Context: an optimization exercise on an open-source flow, tuned for small area, a short achievable clock period and few clock cycles per item. The choices shown serve that exercise and are no tape-out recipe. Only simulation tests tie the RTL to the original design; equivalence was not proved. Power figures rest on the tool's default switching activity, not on a simulated workload.

==> flow/design.v <==
`default_nettype none
package bfsa_pkg;
  typedef enum logic [1:0] {
    OP_ALLOC   = 2'd0,
    OP_RELEASE = 2'd1,
    OP_REINIT  = 2'd2,
    OP_NONE    = 2'd3
  } op_t;
  typedef enum logic [1:0] {
    ST_OK        = 2'd0,
    ST_NO_FIT    = 2'd1,
    ST_TABLE_FUL = 2'd2,
    ST_NOT_ALLOC = 2'd3
  } status_t;
  typedef struct packed {
    logic [15:0] start;
    logic [15:0] size;
    logic        free;
  } seg_t;
  localparam logic [15:0] POOL_RESET = 16'd5000;
endpackage
`default_nettype wire
`default_nettype none
module bfsa_ram
#(
  parameter int DEPTH = 64,
  parameter int IW    = 6
) (
  input  wire logic          clk,
  input  wire logic          we,
  input  wire logic [IW-1:0] waddr,
  input  wire bfsa_pkg::seg_t wdata,
  input  wire logic [IW-1:0] raddr,
  output bfsa_pkg::seg_t     rdata
);
  logic [32:0] mem [0:DEPTH-1];
  always_ff @(posedge clk) begin
    if (we) begin
      mem[waddr] <= wdata;
    end
    rdata <= mem[raddr];
  end
endmodule
`default_nettype wire
`default_nettype none
module best_fit_segment_allocator
#(
  parameter int MAX_SEGMENTS = 64,
  parameter int HEADER_BYTES = 16
) (
  input  wire logic        clk,
  input  wire logic        rst_n,
  input  wire logic        in_valid,
  output logic             in_stall,
  input  wire logic [1:0]  in_op,
  input  wire logic [15:0] in_request_bytes,
  input  wire logic [15:0] in_release_address,
  output logic             out_valid,
  input  wire logic        out_stall,
  output logic [1:0]       out_status,
  output logic [15:0]      out_payload_address,
  input  wire logic        cfg_psel,
  input  wire logic        cfg_penable,
  input  wire logic        cfg_pwrite,
  input  wire logic [2:0]  cfg_paddr,
  input  wire logic [31:0] cfg_pwdata,
  output logic [31:0]      cfg_prdata,
  output logic             cfg_pready
);
  localparam int N  = 64;
  localparam int IW = 6;
  localparam logic [15:0] HDR = 16'(HEADER_BYTES);
  function automatic logic lt16(input logic [15:0] a, input logic [15:0] b);
    logic [15:0] l1, g1;
    logic [7:0]  l2, g2;
    logic [3:0]  l3, g3;
    logic [1:0]  l4, g4;
    for (int i = 0; i < 16; i++) begin
      l1[i] = !a[i] & b[i];
      g1[i] = a[i] & !b[i];
    end
    for (int k = 0; k < 8; k++) begin
      l2[k] = l1[2*k+1] | (!g1[2*k+1] & l1[2*k]);
      g2[k] = g1[2*k+1] | (!l1[2*k+1] & g1[2*k]);
    end
    for (int k = 0; k < 4; k++) begin
      l3[k] = l2[2*k+1] | (!g2[2*k+1] & l2[2*k]);
      g3[k] = g2[2*k+1] | (!l2[2*k+1] & g2[2*k]);
    end
    for (int k = 0; k < 2; k++) begin
      l4[k] = l3[2*k+1] | (!g3[2*k+1] & l3[2*k]);
      g4[k] = g3[2*k+1] | (!l3[2*k+1] & g3[2*k]);
    end
    lt16 = l4[1] | (!g4[1] & l4[0]);
  endfunction
  logic [15:0]  st_q [N+1];   
  logic [N-1:0] fr_q;         
  logic [N-1:0] vl_q;         
  logic [15:0]  pool_q;
  logic         b_v;
  logic [1:0]   b_op;
  logic [15:0]  b_r, b_a;
  logic [16:0]  e_rh;         
  logic [16:0]  e_r2;         
  logic [15:0]  e_am;         
  logic         e_aok;        
  logic s_a1, s_a2, s_up, s_r1, s_rm, s_x;
  logic x_reinit;
  logic         o_v, k_v;
  logic [1:0]   o_st, k_st;
  logic [15:0]  o_ad, k_ad;
  logic         done;
  logic [1:0]   res_st;
  logic [15:0]  res_ad;
  logic         busy, take;
  logic [1:0]   t_op;
  logic [15:0]  t_r, t_a;
  assign in_stall = b_v;
  assign busy     = s_a1 | s_a2 | s_up | s_r1 | s_rm | s_x;
  assign take     = (!busy | done) & !k_v & !(done & o_v & out_stall) & (b_v | in_valid);
  assign t_op     = b_v ? b_op : in_op;
  assign t_r      = b_v ? b_r  : in_request_bytes;
  assign t_a      = b_v ? b_a  : in_release_address;
  logic [15:0]  dsz  [N];     
  logic [N-1:0] cand;
  for (genvar j = 0; j < N; j++) begin : g_leaf
    assign dsz[j]  = st_q[j+1] - st_q[j];
    assign cand[j] = vl_q[j] & fr_q[j] & !e_rh[16] & !lt16(dsz[j], e_rh[15:0]);
  end
  function automatic logic [3:0] pick4(input logic [3:0] v, input logic [63:0] k);
    logic [15:0] k0, k1, k2, k3;
    logic b10, b20, b30, b21, b31, b32;    
    k0 = k[15:0];
    k1 = k[31:16];
    k2 = k[47:32];
    k3 = k[63:48];
    b10 = v[1] & (!v[0] | lt16(k1, k0));
    b20 = v[2] & (!v[0] | lt16(k2, k0));
    b30 = v[3] & (!v[0] | lt16(k3, k0));
    b21 = v[2] & (!v[1] | lt16(k2, k1));
    b31 = v[3] & (!v[1] | lt16(k3, k1));
    b32 = v[3] & (!v[2] | lt16(k3, k2));
    pick4 = {b30 & b31 & b32, b20 & b21 & !b32, b10 & !b21 & !b31, !b10 & !b20 & !b30};
  endfunction
  logic [15:0]    l1_v, l1_vq;
  logic [15:0]    l1_k [16];
  logic [15:0]    l1_kq [16];
  logic [1:0]     l1_i [16];
  logic [1:0]     l1_iq [16];
  logic [15:0]    l1_s [16];
  logic [15:0]    l1_sq [16];
  for (genvar n = 0; n < 16; n++) begin : g_l1
    logic [3:0] p;
    assign p = pick4(cand[4*n +: 4], {dsz[4*n+3], dsz[4*n+2], dsz[4*n+1], dsz[4*n]});
    assign l1_v[n] = |cand[4*n +: 4];
    assign l1_k[n] = ({16{p[0]}} & dsz[4*n])   | ({16{p[1]}} & dsz[4*n+1]) |
                     ({16{p[2]}} & dsz[4*n+2]) | ({16{p[3]}} & dsz[4*n+3]);
    assign l1_i[n] = {p[3] | p[2], p[3] | p[1]};
    assign l1_s[n] = ({16{p[0]}} & st_q[4*n])   | ({16{p[1]}} & st_q[4*n+1]) |
                     ({16{p[2]}} & st_q[4*n+2]) | ({16{p[3]}} & st_q[4*n+3]);
    always_ff @(posedge clk) begin
      l1_sq[n] <= l1_s[n];
      l1_vq[n] <= l1_v[n];
      l1_kq[n] <= l1_k[n];
      l1_iq[n] <= l1_i[n];
    end
  end
  logic [3:0]  l2_v;
  logic [15:0] l2_k [4];
  logic [3:0]  l2_i [4];
  logic [15:0] l2_s [4];
  for (genvar n = 0; n < 4; n++) begin : g_l2
    logic [3:0] p;
    assign p = pick4(l1_vq[4*n +: 4], {l1_kq[4*n+3], l1_kq[4*n+2], l1_kq[4*n+1], l1_kq[4*n]});
    assign l2_v[n] = |l1_vq[4*n +: 4];
    assign l2_k[n] = ({16{p[0]}} & l1_kq[4*n])   | ({16{p[1]}} & l1_kq[4*n+1]) |
                     ({16{p[2]}} & l1_kq[4*n+2]) | ({16{p[3]}} & l1_kq[4*n+3]);
    assign l2_s[n] = ({16{p[0]}} & l1_sq[4*n])   | ({16{p[1]}} & l1_sq[4*n+1]) |
                     ({16{p[2]}} & l1_sq[4*n+2]) | ({16{p[3]}} & l1_sq[4*n+3]);
    assign l2_i[n] = ({4{p[0]}} & {2'd0, l1_iq[4*n]})   | ({4{p[1]}} & {2'd1, l1_iq[4*n+1]}) |
                     ({4{p[2]}} & {2'd2, l1_iq[4*n+2]}) | ({4{p[3]}} & {2'd3, l1_iq[4*n+3]});
  end
  logic [3:0]    l3_p;
  logic          w_found;
  logic [15:0]   w_d;
  logic [IW-1:0] w_i;
  logic [15:0]   w_s;
  assign l3_p    = pick4(l2_v, {l2_k[3], l2_k[2], l2_k[1], l2_k[0]});
  assign w_found = |l2_v;
  assign w_d     = ({16{l3_p[0]}} & l2_k[0]) | ({16{l3_p[1]}} & l2_k[1]) |
                   ({16{l3_p[2]}} & l2_k[2]) | ({16{l3_p[3]}} & l2_k[3]);
  assign w_s     = ({16{l3_p[0]}} & l2_s[0]) | ({16{l3_p[1]}} & l2_s[1]) |
                   ({16{l3_p[2]}} & l2_s[2]) | ({16{l3_p[3]}} & l2_s[3]);
  assign w_i     = ({6{l3_p[0]}} & {2'd0, l2_i[0]}) | ({6{l3_p[1]}} & {2'd1, l2_i[1]}) |
                   ({6{l3_p[2]}} & {2'd2, l2_i[2]}) | ({6{l3_p[3]}} & {2'd3, l2_i[3]});
  logic          u_found;
  logic [15:0]   w_st;
  logic [IW-1:0] ptr;
  logic [N-1:0]  hit, nfree, nnfree;
  logic          hit_any, merge_any, del1, cont;
  logic [IW-1:0] hit_i;
  for (genvar j = 0; j < N; j++) begin : g_hit
    assign hit[j] = vl_q[j] & !fr_q[j] & (st_q[j] == e_am) & e_aok;
    if (j < N - 1) begin : g_a
      assign nfree[j] = vl_q[j+1] & fr_q[j+1];
    end else begin : g_b
      assign nfree[j] = 1'b0;
    end
    if (j < N - 2) begin : g_c
      assign nnfree[j] = vl_q[j+2] & fr_q[j+2];
    end else begin : g_d
      assign nnfree[j] = 1'b0;
    end
  end
  assign hit_any   = |hit;
  assign del1      = |(hit & nfree);
  assign merge_any = |(hit & nfree & nnfree);
  always_comb begin
    hit_i = '0;
    for (int j = 0; j < N; j++) if (hit[j]) hit_i = hit_i | IW'(j);
  end
  logic [N-1:0] pre;
  always_comb begin
    logic [N-1:0] x;
    x = {hit[N-2:0], 1'b0};
    for (int d = 1; d < N; d = d * 2) x = x | (x << d);
    pre = x;
  end
  logic [N-1:0] p_eq, p_gt;
  for (genvar j = 0; j < N; j++) begin : g_dec
    assign p_eq[j] = (ptr == IW'(j));
    assign p_gt[j] = (IW'(j) > ptr);
  end
  assign cont = |(p_eq & nnfree);
  logic [15:0] new_st;
  assign new_st = w_st + e_rh[15:0];
  logic w_split, u_split, u_full;
  assign w_split = !e_r2[16] & lt16(e_r2[15:0], w_d);
  always_comb begin
    done   = 1'b0;
    res_st = bfsa_pkg::ST_OK;
    res_ad = '0;
    if (s_up) begin
      done = 1'b1;
      if (!u_found) res_st = bfsa_pkg::ST_NO_FIT;
      else if (u_full) res_st = bfsa_pkg::ST_TABLE_FUL;
      else res_ad = w_st + HDR;
    end
    if (s_x) done = 1'b1;
    if (s_r1) begin
      done = !hit_any | !merge_any;
      if (!hit_any) res_st = bfsa_pkg::ST_NOT_ALLOC;
    end
    if (s_rm) done = !cont;
  end
  logic do_split, do_take, do_reinit, rel_del;
  assign do_take   = s_up & u_found & !u_full;
  assign do_split  = do_take & u_split;
  assign do_reinit = s_x & x_reinit;
  assign rel_del   = s_r1 & del1;
  logic [15:0] end_init;
  assign end_init = (pool_q > HDR) ? pool_q : HDR;
  for (genvar j = 0; j <= N; j++) begin : g_ent
    logic [15:0] st_left, st_right;
    logic        fr_left, fr_right, vl_left, vl_right;
    if (j > 0) begin : g_l
      assign st_left = st_q[j-1];
    end else begin : g_l0
      assign st_left = '0;
    end
    if (j > 0 && j < N) begin : g_lf
      assign fr_left = fr_q[j-1];
      assign vl_left = vl_q[j-1];
    end else begin : g_lf0
      assign fr_left = 1'b0;
      assign vl_left = 1'b0;
    end
    if (j < N) begin : g_r
      assign st_right = st_q[j+1];
    end else begin : g_r0
      assign st_right = '0;
    end
    if (j < N - 1) begin : g_rf
      assign fr_right = fr_q[j+1];
      assign vl_right = vl_q[j+1];
    end else begin : g_rf0
      assign fr_right = 1'b0;
      assign vl_right = 1'b0;
    end
    logic peq, pgt, eq1, gt1;    
    if (j < N) begin : g_p
      assign peq = p_eq[j];
      assign pgt = p_gt[j];
    end else begin : g_p0
      assign peq = 1'b0;
      assign pgt = 1'b1;
    end
    if (j > 0) begin : g_e
      assign eq1 = p_eq[j-1];
      assign gt1 = pgt & !p_eq[j-1];
    end else begin : g_e0
      assign eq1 = 1'b0;
      assign gt1 = 1'b0;
    end
    logic prej;
    if (j < N) begin : g_pr
      assign prej = pre[j];
    end else begin : g_pr0
      assign prej = 1'b1;
    end
    logic s_new, s_left, s_right, s_init, s_hold;
    assign s_new   = do_split & eq1;
    assign s_left  = do_split & gt1;
    assign s_right = (s_rm & pgt) | (rel_del & prej);
    assign s_init  = do_reinit;
    assign s_hold  = !(s_new | s_left | s_right | s_init);
    logic [15:0] st_n;
    if (j == 0) begin : g_n0
      assign st_n = ({16{s_hold}} & st_q[j]) | ({16{s_right}} & st_right);
    end else if (j == 1) begin : g_n1
      assign st_n = ({16{s_hold}} & st_q[j]) | ({16{s_left}} & st_left) |
                    ({16{s_right}} & st_right) | ({16{s_new}} & new_st) |
                    ({16{s_init}} & end_init);
    end else begin : g_nj
      assign st_n = ({16{s_hold}} & st_q[j]) | ({16{s_left}} & st_left) |
                    ({16{s_right}} & st_right) | ({16{s_new}} & new_st);
    end
    always_ff @(posedge clk) begin
      if (!rst_n) begin
        if (j == 0) st_q[j] <= '0;
        if (j == 1) st_q[j] <= bfsa_pkg::POOL_RESET;
      end else begin
        st_q[j] <= st_n;
      end
    end
    if (j < N) begin : g_f
      logic f_clr, f_set, fr_n, vl_n;
      assign f_clr = do_take & peq;
      assign f_set = s_r1 & hit[j];
      assign fr_n  = (s_hold & fr_q[j] & !f_clr) | f_set | (s_left & fr_left) |
                     (s_right & fr_right) | s_new | (s_init & (j == 0));
      assign vl_n  = (s_hold & vl_q[j]) | (s_left & vl_left) | (s_right & vl_right) | s_new |
                     (s_init & (j == 0));
      always_ff @(posedge clk) begin
        if (!rst_n) begin
          vl_q[j] <= (j == 0);
          if (j == 0) fr_q[j] <= 1'b1;
        end else begin
          fr_q[j] <= fr_n;
          vl_q[j] <= vl_n;
        end
      end
    end
  end
  always_ff @(posedge clk) begin
    if (s_a2) begin
      ptr     <= w_i;
      u_found <= w_found;
      u_split <= w_split;
      u_full  <= w_split & vl_q[N-1];
      w_st    <= w_s;
    end else if (s_r1) begin
      ptr <= hit_i;
    end
    if (!rst_n) begin
      b_v    <= 1'b0;
      s_a1   <= 1'b0;
      s_a2   <= 1'b0;
      s_up   <= 1'b0;
      s_r1   <= 1'b0;
      s_rm   <= 1'b0;
      s_x    <= 1'b0;
      o_v    <= 1'b0;
      k_v    <= 1'b0;
      pool_q <= bfsa_pkg::POOL_RESET;
    end else begin
      if (in_valid && !b_v && !take) begin
        b_v  <= 1'b1;
        b_op <= in_op;
        b_r  <= in_request_bytes;
        b_a  <= in_release_address;
      end else if (take) begin
        b_v <= 1'b0;
      end
      s_a2 <= s_a1;
      s_up <= s_a2;
      s_a1 <= take && (t_op == bfsa_pkg::OP_ALLOC);
      s_r1 <= take && (t_op == bfsa_pkg::OP_RELEASE);
      s_x  <= take && t_op[1];
      s_rm <= (s_r1 & hit_any & merge_any) | (s_rm & cont);
      if (take) begin
        e_rh     <= {1'b0, t_r} + 17'd16;
        e_r2     <= {1'b0, t_r} + 17'd32;
        e_am     <= t_a - HDR;
        e_aok    <= (t_a >= HDR);
        x_reinit <= (t_op == bfsa_pkg::OP_REINIT);
      end
      if (done) begin
        if (o_v && out_stall) begin
          k_v  <= 1'b1;
          k_st <= res_st;
          k_ad <= res_ad;
        end else begin
          o_v  <= 1'b1;
          o_st <= res_st;
          o_ad <= res_ad;
        end
      end else if (o_v && !out_stall) begin
        o_v  <= k_v;
        o_st <= k_st;
        o_ad <= k_ad;
        k_v  <= 1'b0;
      end
      if (cfg_psel && cfg_penable && cfg_pwrite && !cfg_paddr[2]) begin
        pool_q <= cfg_pwdata[15:0];
      end
    end
  end
  assign out_valid           = o_v;
  assign out_status          = o_st;
  assign out_payload_address = o_ad;
  assign cfg_pready          = 1'b1;
  assign cfg_prdata          = cfg_paddr[2] ? 32'd0 : {16'd0, pool_q};
endmodule
`default_nettype wire
==> flow/run.sh <==
#!/bin/bash
# synth_recipe.tcl (not shown) runs the flow's synth.tcl, then flattens the netlist and writes it again
# the make line also repeats each setting of config.mk as NAME=value (left out here)
make -C /OpenROAD-flow-scripts/flow DESIGN_CONFIG=/design/flow/config.mk WORK_HOME=/design/flow/orfs CLKGATE_MAP_FILE= SYNTH_SCRIPT=/design/flow/synth_recipe.tcl finish
==> flow/config.mk <==
export PLATFORM = sky130hd
export DESIGN_NAME = best_fit_segment_allocator
export DESIGN_NICKNAME = best_fit_segment_allocator
export VERILOG_FILES = /design/flow/design.v
export SDC_FILE = /design/flow/constraint.sdc
export NUM_CORES = 4
export LEC_CHECK = 0
export ABC_CLOCK_PERIOD_IN_PS = 5000
export CAP_MARGIN = 20
export CORE_MARGIN = 2
export CORE_UTILIZATION = 30
export PLACE_DENSITY = 0.45
export SETUP_SLACK_MARGIN = 2.5
export SLEW_MARGIN = 20
==> flow/constraint.sdc <==
create_clock -name core_clock -period 10.0 [get_ports {clk}]
set_input_delay 2.0000 -clock core_clock [delete_from_list [all_inputs] [get_ports {clk}]]
set_output_delay 2.0000 -clock core_clock [all_outputs]
set_load 0.01 [all_outputs]
==> results of run 1 <==
[logic make-up after synthesis]
| logic type | Yosys count | share of synthesized area [%] |
|---|---|---|
| AO/OA/AOI/OAI | 7612 | 26.7 |
| XOR/XNOR | 2127 | 9.45 |
| adder cells (fa/ha/maj) | 2714 | 15.5 |
| buffers and inverters | 3588 | 7.27 |
| flip-flops | 1896 | 25.4 |
| multiplexers | 58 | 0.312 |
| other | 2 | 0.00381 |
| AND/OR/NAND/NOR | 6237 | 15.4 |
[registers in the layout, indices dropped and copies added (netlist names), 2 cells and up]
register,cells
b_a,16
b_op,2
b_r,16
e_am,16
e_r2,17
e_rh,13
fr_q,64
k_ad,16
k_st,2
l1_iq,32
l1_kq,256
l1_sq,256
l1_vq,16
o_ad,16
o_st,2
pool_q,16
ptr,6
st_q,1040
vl_q,64
w_st,16
[metrics by stage]
step	power (mW)	setup WS (ns)	utilization (%)	hold slack (ns)	area [um^2]
2_1_floorplan	21.7	2.96	-	0.420	197000
3_3_place_gp	28.5	1.56	32.3	0.438	212000
3_5_place_dp	28.5	1.57	32.3	0.447	212000
4_1_cts	39.9	2.42	34.6	0.455	227000
5_1_grt	42.3	2.39	35.4	0.499	232000
6_report	41.0	2.38	35.4	0.460	232000
[timing repair]
item                                    in CTS  in global routing
gates cloned                                38                 40
resized for setup                          401                647
pin swaps                                  108                242
endpoints found under the setup margin     956                710
buffers inserted                           316                243
[layout by cell type, fill, tap and decap left out, types with 133 or more instances in the layout]
master,instances
nand2_1,2226
inv_1,2148
a21oi_1,1459
o21ai_0,1385
maj3_1,1312
edfxtp_1,1214
buf_4,1198
xor2_1,1092
xnor2_1,983
nor2_1,972
ha_1,956
a222oi_1,698
dfxtp_1,644
nand3_1,612
a22oi_1,529
o22ai_1,486
o211ai_1,392
nor3_1,367
maj3_2,357
nor4_1,312
clkbuf_16,311
nand2b_1,295
nor2b_1,274
a221oi_1,244
o21ai_1,235
a221o_1,224
nand4_1,195
a21boi_0,170
o221ai_1,139
buf_12,136
a21o_1,133
[final cells by class]
| cell class | instances | area, um^2 |
|---|---|---|
| inverters | 2232 | 8480 |
| flip-flops and latches | 1896 | 50200 |
| repair buffers | 1548 | 14600 |
| repair inverters | 1 | 7.51 |
| multi-input cells | 18803 | 138000 |
| well taps | 8671 | 10800 |
| fillers | 68582 | 423000 |
| clock inverters | 142 | 1800 |
| diodes | 93 | 233 |
| clock buffers | 377 | 7890 |
[report_power, final]
group	internal, mW	switching [mW]
sequential	9.16	2.14
clock	6.33	4.72
combinational	6.97	11.7
total	22.5	18.5
[layer usage]
metal	global-route usage [%]	vias up	wire (um)
met3	10.2	2697	149000
met2	54.1	13602	539000
met5	0.399	-	582
met1	49.2	108168	540000
li1	-	92214	-
met4	21.9	56	93800
[worst max-delay path by stage]
stage | start | to | cells after the start
floorplan | e_am[15]$_DFFE_PP_ | b_a[0]$_DFFE_PP_ | 18
global placement | st_q[52][0]$_DFFE_PP_ | l1_kq[12][2]$_DFF_P_ | 25
detailed placement | st_q[32][1]$_DFFE_PP_ | l1_kq[8][15]$_DFF_P_ | 21
CTS | st_q[13][0]$_DFFE_PP_ | l1_kq[3][6]$_DFF_P_ | 24
global route | l1_kq[8][8]$_DFF_P_ | u_full$_DFFE_PP_ | 24
finish | e_aok$_DFFE_PP_ | st_q[20][9]$_DFFE_PP_ | 16
==> metrics.yaml, run 1 <==
grt:
  grt_overflow_total: 0
  grt_pass1_wl_um: 1740000
  grt_max_degree: 134
  grt_pass1_vias: 198119
  antenna_found_initial: 151
  track_usage_pct: 37.2
floorplanning:
  start_util_pct: 30.1
  die_w_um: 815
  dieArea_um2: 664000
  die_y_um: 815
  coreArea_um2: 655000
  rows: 297
  design.portCount: 129
hold_path:
  min_path_type: "flop to flop"
  min_path_cells: 1
  whs_endpoint: "s_a2$_SDFF_PN0_"
  min_from: "s_a1$_SDFF_PN0_"
synth:
  synth_edf_count: 1214
  async_flop_share_pct: 0
  synth_cells: 24234
  yosysSeqAreaShare_pct: 25.4
  yosys_warnings: 12
  synthFlopType: "edfxtp_1"
  synth_commonest_cells: "nand2_1, inv_1, a21oi_1"
  yosys_register_bits: 1896
  yosysMostFrequentCell: "nand2_1"
  syn_area_um2: 197000
  synth_top_area_cell: "edfxtp_1"
  synth_cell_types: 137
  synth_area_leaders: "edfxtp_1, maj3_1, dfxtp_1, ha_1, xor2_1"
  synth_top_area_share_pct: 18.5
  synth_area_per_cell_um2: 8.14
layout:
  drive_above_1_share_pct: 13.3
  fin_cells: 33763
  num-nets-final: 25884
  area_delta_synth_final_pct: 17.5
worst_setup_path:
  path_cells: "buf_4 -> nand3b_1 -> nor4_1 -> nand3_1 -> o22ai_1 -> a311o_1 -> nor4_2 -> nand4_1 -> o41ai_2 -> clkinv_1 -> buf_4 -> a21o_1 -> nor4_2 -> buf_4 -> a222oi_1 -> o21ai_0"
  r2r_slack_ns: 2.38
  reg2reg_to: "st_q[20][9]$_DFFE_PP_"
  critical_path.startpoint_type: "flop"
  required_ns: 10.74
  cp_slowest_cell: "edfxtp_1"
  path_max_fanout: 22
  crit_path_frequent_cell: "buf_4"
  cpPeakStageDelay_ns: 0.94
  r2r_cells: 16
  cp_top_family: "compound AO/OA/AOI/OAI gates"
  crit_arrival_ns: 8.37
  critPathKind: "flop to flop"
  crit_buf_inv: 4
  crit_path_end_kind: "flop"
  rr_startpoint: "e_aok$_DFFE_PP_"
placed_design:
  gp_congestion: 1.04
  io_buffers: 93
  dpl.hpwl_um: 1020000
  placed_cells: 32509
sta:
  fmax_mhz: 131
  fin_worst_skew_ns: 0.0924
  hold_viol: 0
  setup_viol: 0
  maxSlewViolCount: 6
  worstMarginPinSlew_ns: 1.50
  rsz0062_at_grt: "yes"
  slew_headroom_pct: -0.657
  fin_crit_ns: 7.62
  period_share_pct: 76.2
  setup_tns_ns: 0
routing:
  first_pass_iters: 14
  routed_wl_um: 1320000
  via_per_inst: 6.42
  route.detailed.drc: 0
  ant_nets: 0
  drt_iter0_drc: 34310
  via_count: 216737
  routedWlPerCell_um: 39.2
pwr:
  vdd_drop_max_uv: 138
  p_per_area_nw_per_um2: 177
  cellLeakagePower_nw: 88.3
outcome:
  outcome: "complete, but fails checks"
  so_faults: "capacitance limit, slew limit"
clock_tree:
  root_buffer: "clkbuf_16"
  clk_latency_ns: 1.07
  numCtsBuffers: 281
  cts_tree: "yes"
  clockBufferDepth: 4
  cts_hold_buf: 0
  clock_sinks: 1896
  path_clk_slew_ns: 0.06
  cts-htree-levels: 5
flow_run:
  cap_violations: 1
Testbench counts, summed over its fixed seeds: cycles 20,640, items 9,600.
==> run 2: changes to the inputs <==
--- a/flow/config.mk
+++ b/flow/config.mk
@@ -10,5 +10,4 @@
 export CORE_MARGIN = 2
-export CORE_UTILIZATION = 30
-export PLACE_DENSITY = 0.45
-export SETUP_SLACK_MARGIN = 2.5
+export CORE_UTILIZATION = 25
+export PLACE_DENSITY = 0.35
 export SLEW_MARGIN = 20
==> run 2 against run 1 <==
Net effect:
- the run now finishes clean
- power fell by 1.4%
- synthesized cell count did not move
- combinational power fell by 3%
- cell area fell by 3.0%
- largest cell class unchanged
==> metrics.yaml, run 2 <==
grt:
  grt_max_degree: 123  # -8.2%
  track_usage_pct: 32.9  # -4.3 points
  grt_overflow_total: 0  # unchanged
  grt_pass1_vias: 195648  # -1.2%
  grt_pass1_wl_um: 1820000  # +4.6%
  antenna_found_initial: 155  # +2.6%
layout:
  largest_reg_flops: 1040  # unchanged
  fin_cells: 35033  # +3.8%
  utilization_pct: 28.6  # -6.9 points
  mostFrequentLayoutCell: "nand2_1"
  area_delta_synth_final_pct: 13.9
  num-nets-final: 25320  # -2.2%
  fin_area_um2: 225000  # -3.0%
  final_cell_mix: "nand2_1, inv_1, a21oi_1"
  regMostFlops: "st_q"
  reg_top3: "st_q x1040, l1_kq x256, l1_sq x256"
  drive_above_1_share_pct: 8.63  # -4.6 points
  fill_cells: 85164  # +24%
clock_tree:
  cts_setup_buffers: 0  # -100%
  root_buffer: "clkbuf_16"
  numCtsBuffers: 292  # +3.9%
  clockBufferDepth: 4  # unchanged
  clk_latency_ns: 1.08  # about the same
  path_clk_slew_ns: 0.06  # about the same
  cts-htree-levels: 5  # unchanged
  post_cts_resized: 0  # -100%
  clock_sinks: 1896  # unchanged
  cts_tree: "yes"
  cts_hold_buf: 0  # unchanged
pwr:
  p_per_area_nw_per_um2: 180  # +1.7%
  finalPower_mw: 40.4  # -1.4%
  cellLeakagePower_nw: 84.2  # -4.7%
  vdd_drop_max_uv: 176  # +28%
floorplanning:
  design.portCount: 129  # unchanged
  rows: 326  # +9.8%
  die_w_um: 893  # +9.5%
  coreArea_um2: 787000  # +20%
  start_util_pct: 25.1  # -5.1 points
  dieArea_um2: 797000  # +20%
  die_y_um: 893  # +9.5%
hold_path:
  whs_endpoint: "l1_sq[0][7]$_DFF_P_"
  min_from: "st_q[0][7]$_SDFF_PN0_"
  min_path_type: "flop to flop"
  min_path_cells: 2  # +1
routing:
  ant_nets: 0  # unchanged
  via_per_inst: 6.03  # -6.0%
  first_pass_iters: 13  # -1
  routed_wl_um: 1380000  # +4.3%
  route.detailed.drc: 0  # unchanged
  routedWlPerCell_um: 39.4  # +0.54%
  drt_iter0_drc: 30470  # -11%
  via_count: 211284  # -2.5%
synth:
  yosysSeqAreaShare_pct: 25.4  # unchanged
  synthSimpleGateAreaFrac_pct: 15.4  # unchanged
  synth_edf_count: 1214  # unchanged
  yosysMostFrequentCell: "nand2_1"
  synth_area_per_cell_um2: 8.14  # unchanged
  yosys_warnings: 12  # unchanged
  synthFlopType: "edfxtp_1"
  synth_xor_area_share_pct: 9.45  # unchanged
  synth_mux_area_share_pct: 0.312  # unchanged
  synthAdderAreaFrac_pct: 15.5  # unchanged
  synth_top_area_share_pct: 18.5  # unchanged
  synth_top_family_by_area: "compound AO/OA/AOI/OAI gates"
  synth_area_leaders: "edfxtp_1, maj3_1, dfxtp_1, ha_1, xor2_1"
  synth_cells: 24234  # unchanged
  synth_cell_types: 137  # unchanged
  syn_area_um2: 197000  # unchanged
  synth_top_area_cell: "edfxtp_1"
  async_flop_share_pct: 0  # unchanged
  synth_commonest_cells: "nand2_1, inv_1, a21oi_1"
  yosys_register_bits: 1896  # unchanged
  synth-compound-area-share_pct: 26.7  # unchanged
worst_setup_path:
  cpPeakStageDelay_ns: 0.78  # -0.16 ns
  r2r_slack_ns: 1.08  # -1.30 ns
  r2r_cells: 22  # +6
  crit_path_end_kind: "flop"
  crit_buf_inv: 2  # -2
  critical_path.startpoint_type: "flop"
  rr_startpoint: "l1_kq[14][1]$_DFF_P_"
  critPathKind: "flop to flop"
  path_max_fanout: 19  # -14%
  cp_slowest_cell: "nor2_2"
  crit_arrival_ns: 9.71  # +1.34 ns
  reg2reg_to: "u_full$_DFFE_PP_"
  path_cells: "inv_1 -> maj3_1 -> a2111oi_0 -> nor4_1 -> o2111ai_1 -> nand2_1 -> buf_4 -> nor2_2 -> a222oi_1 -> nand2_1 -> a221oi_1 -> nor4_1 -> o311ai_0 -> a211oi_1 -> a31o_2 -> nor2_2 -> a221o_1 -> a21oi_1 -> o22ai_1 -> o211ai_1 -> nor4bb_1 -> o32ai_1"
  required_ns: 10.79  # +0.05 ns
  cp_top_family: "compound AO/OA/AOI/OAI gates"
outcome:
  outcome: "complete, no violations"
placed_design:
  pre_cts_ws_ns: 1.41  # -0.158 ns
  placed_area_um2: 215000  # +1.4%
  dpl.hpwl_um: 1090000  # +7.6%
  io_buffers: 93  # unchanged
  placed_cells: 34391  # +5.8%
  gp_congestion: 1.02  # -2.1%
sta:
  hold_viol: 0  # unchanged
  setup_viol: 0  # unchanged
  holdWs_ns: 0.467  # +0.00676 ns
  period_share_pct: 89.2  # +13 points
  rsz0062_at_grt: "no"
  fin_crit_ns: 8.92  # +1.30 ns
  setup_tns_ns: 0  # unchanged
  fin_ws_ns: 1.08  # -1.30 ns
  slew_headroom_pct: 8.67  # +9.3 points
  fin_worst_skew_ns: 0.0833  # -0.00910 ns
  worstMarginPinSlew_ns: 1.36  # -0.141 ns
  maxSlewViolCount: 0  # -6
  fmax_mhz: 112  # -15%
flow_run:
  cap_violations: 0  # -1
run 2: cell count changes in the layout (fill, tap and decap cells not counted), moves of 47 or more:
cell,before,now
a21oi_2,75,25
maj3_1,1312,1486
inv_1,2148,2195
buf_12,136,62
maj3_2,357,183
a21oi_1,1459,1515
buf_4,1198,842
buf_6,63,5
run 2: final cells by class:
cell class                 instances  area, um^2  share of cell area (%)
tap                            10496       13100                    5.84
multi-input combinational      18765      135000                    59.9
sequential                      1896       50100                    22.3
antenna                           99         248                   0.110
inverter                        2232        8430                    3.75
clock buffer                     416        8350                    3.71
timing repair buffer            1012        8670                    3.86
clock inverter                   117        1240                   0.554
run 2: power breakdown:
group	total, mW	switching [mW]	leakage, nW	internal [mW]
Combinational	18.1	11.5	61.9	6.56
Sequential	11.4	2.23	17.6	9.15
Clock	11.0	4.73	4.67	6.25
run 2: cell families (layout without fill, tap and decap cells):
group / Yosys count / after routing
AOI/OAI and AO/OA: 7612 / 7612
xor gates and xnor gates: 2127 / 2127
adders and majority gates: 2714 / 2714
buffers and inverters: 3588 / 3777
DFF: 1896 / 1896
muxes: 58 / 58
other: 2 / 116
and+or+nand+nor: 6237 / 6237
run 2: worst reg2reg max path, delay by kind of cell (launching register included):
family / cells / cell delay, ns
DFF: 1 / 0.60
and+or+nand+nor: 7 / 2.95
buffers and inverters: 2 / 0.43
adders and majority gates: 1 / 0.37
AOI/OAI and AO/OA: 12 / 4.34
run 2: routing by layer:
layer  share of wire, %  wire length (um)  vias up  global-route usage [%]
met5              0.019               264        -                       0
met4                5.7             78700       40                    15.8
met3                9.1            126000     2049                    7.95
met2                 42            579000    11287                    49.1
met1                 43            596000   106849                    44.4
li1                   -                 -    91059                       -
run 2: worst max-delay path by stage:
stage | from | end | cells after the start
after floorplan | e_am[15]$_DFFE_PP_ | b_a[0]$_DFFE_PP_ | 18
after global routing | l1_kq[14][1]$_DFF_P_ | u_full$_DFFE_PP_ | 22
final | l1_kq[14][1]$_DFF_P_ | u_full$_DFFE_PP_ | 22
after detailed placement | st_q[40][0]$_DFFE_PP_ | l1_kq[9][9]$_DFF_P_ | 22
after global placement | st_q[40][0]$_DFFE_PP_ | l1_kq[9][9]$_DFF_P_ | 22
after CTS | st_q[40][0]$_DFFE_PP_ | l1_kq[9][9]$_DFF_P_ | 22

==> static timing again, ports no longer ideal <==
Ports are ideal in the flow. The routed layouts listed here were re-timed in OpenROAD.
Step 1: set_driving_cell puts a clkbuf_16 on clk and a buf_2 on each other input, an assumption about the parent block.
Step 2, shift: input delay + t, output delay - t, t = (earliest + latest rising clock arrival at the registers) / 2. This alone moves slack from input paths to output paths.
Three values: ideal ports, drivers, drivers and shift; two values: the first two.
| run | t, ns | setup WS [ns] | cell pins on the clock port's net |
|---|---|---|---|
| run 1 | 1.157 | 2.377 / 2.377 / 2.377 | 1 |
| run 2 | 1.183 | 1.077 / 1.077 / 1.077 | 1 |
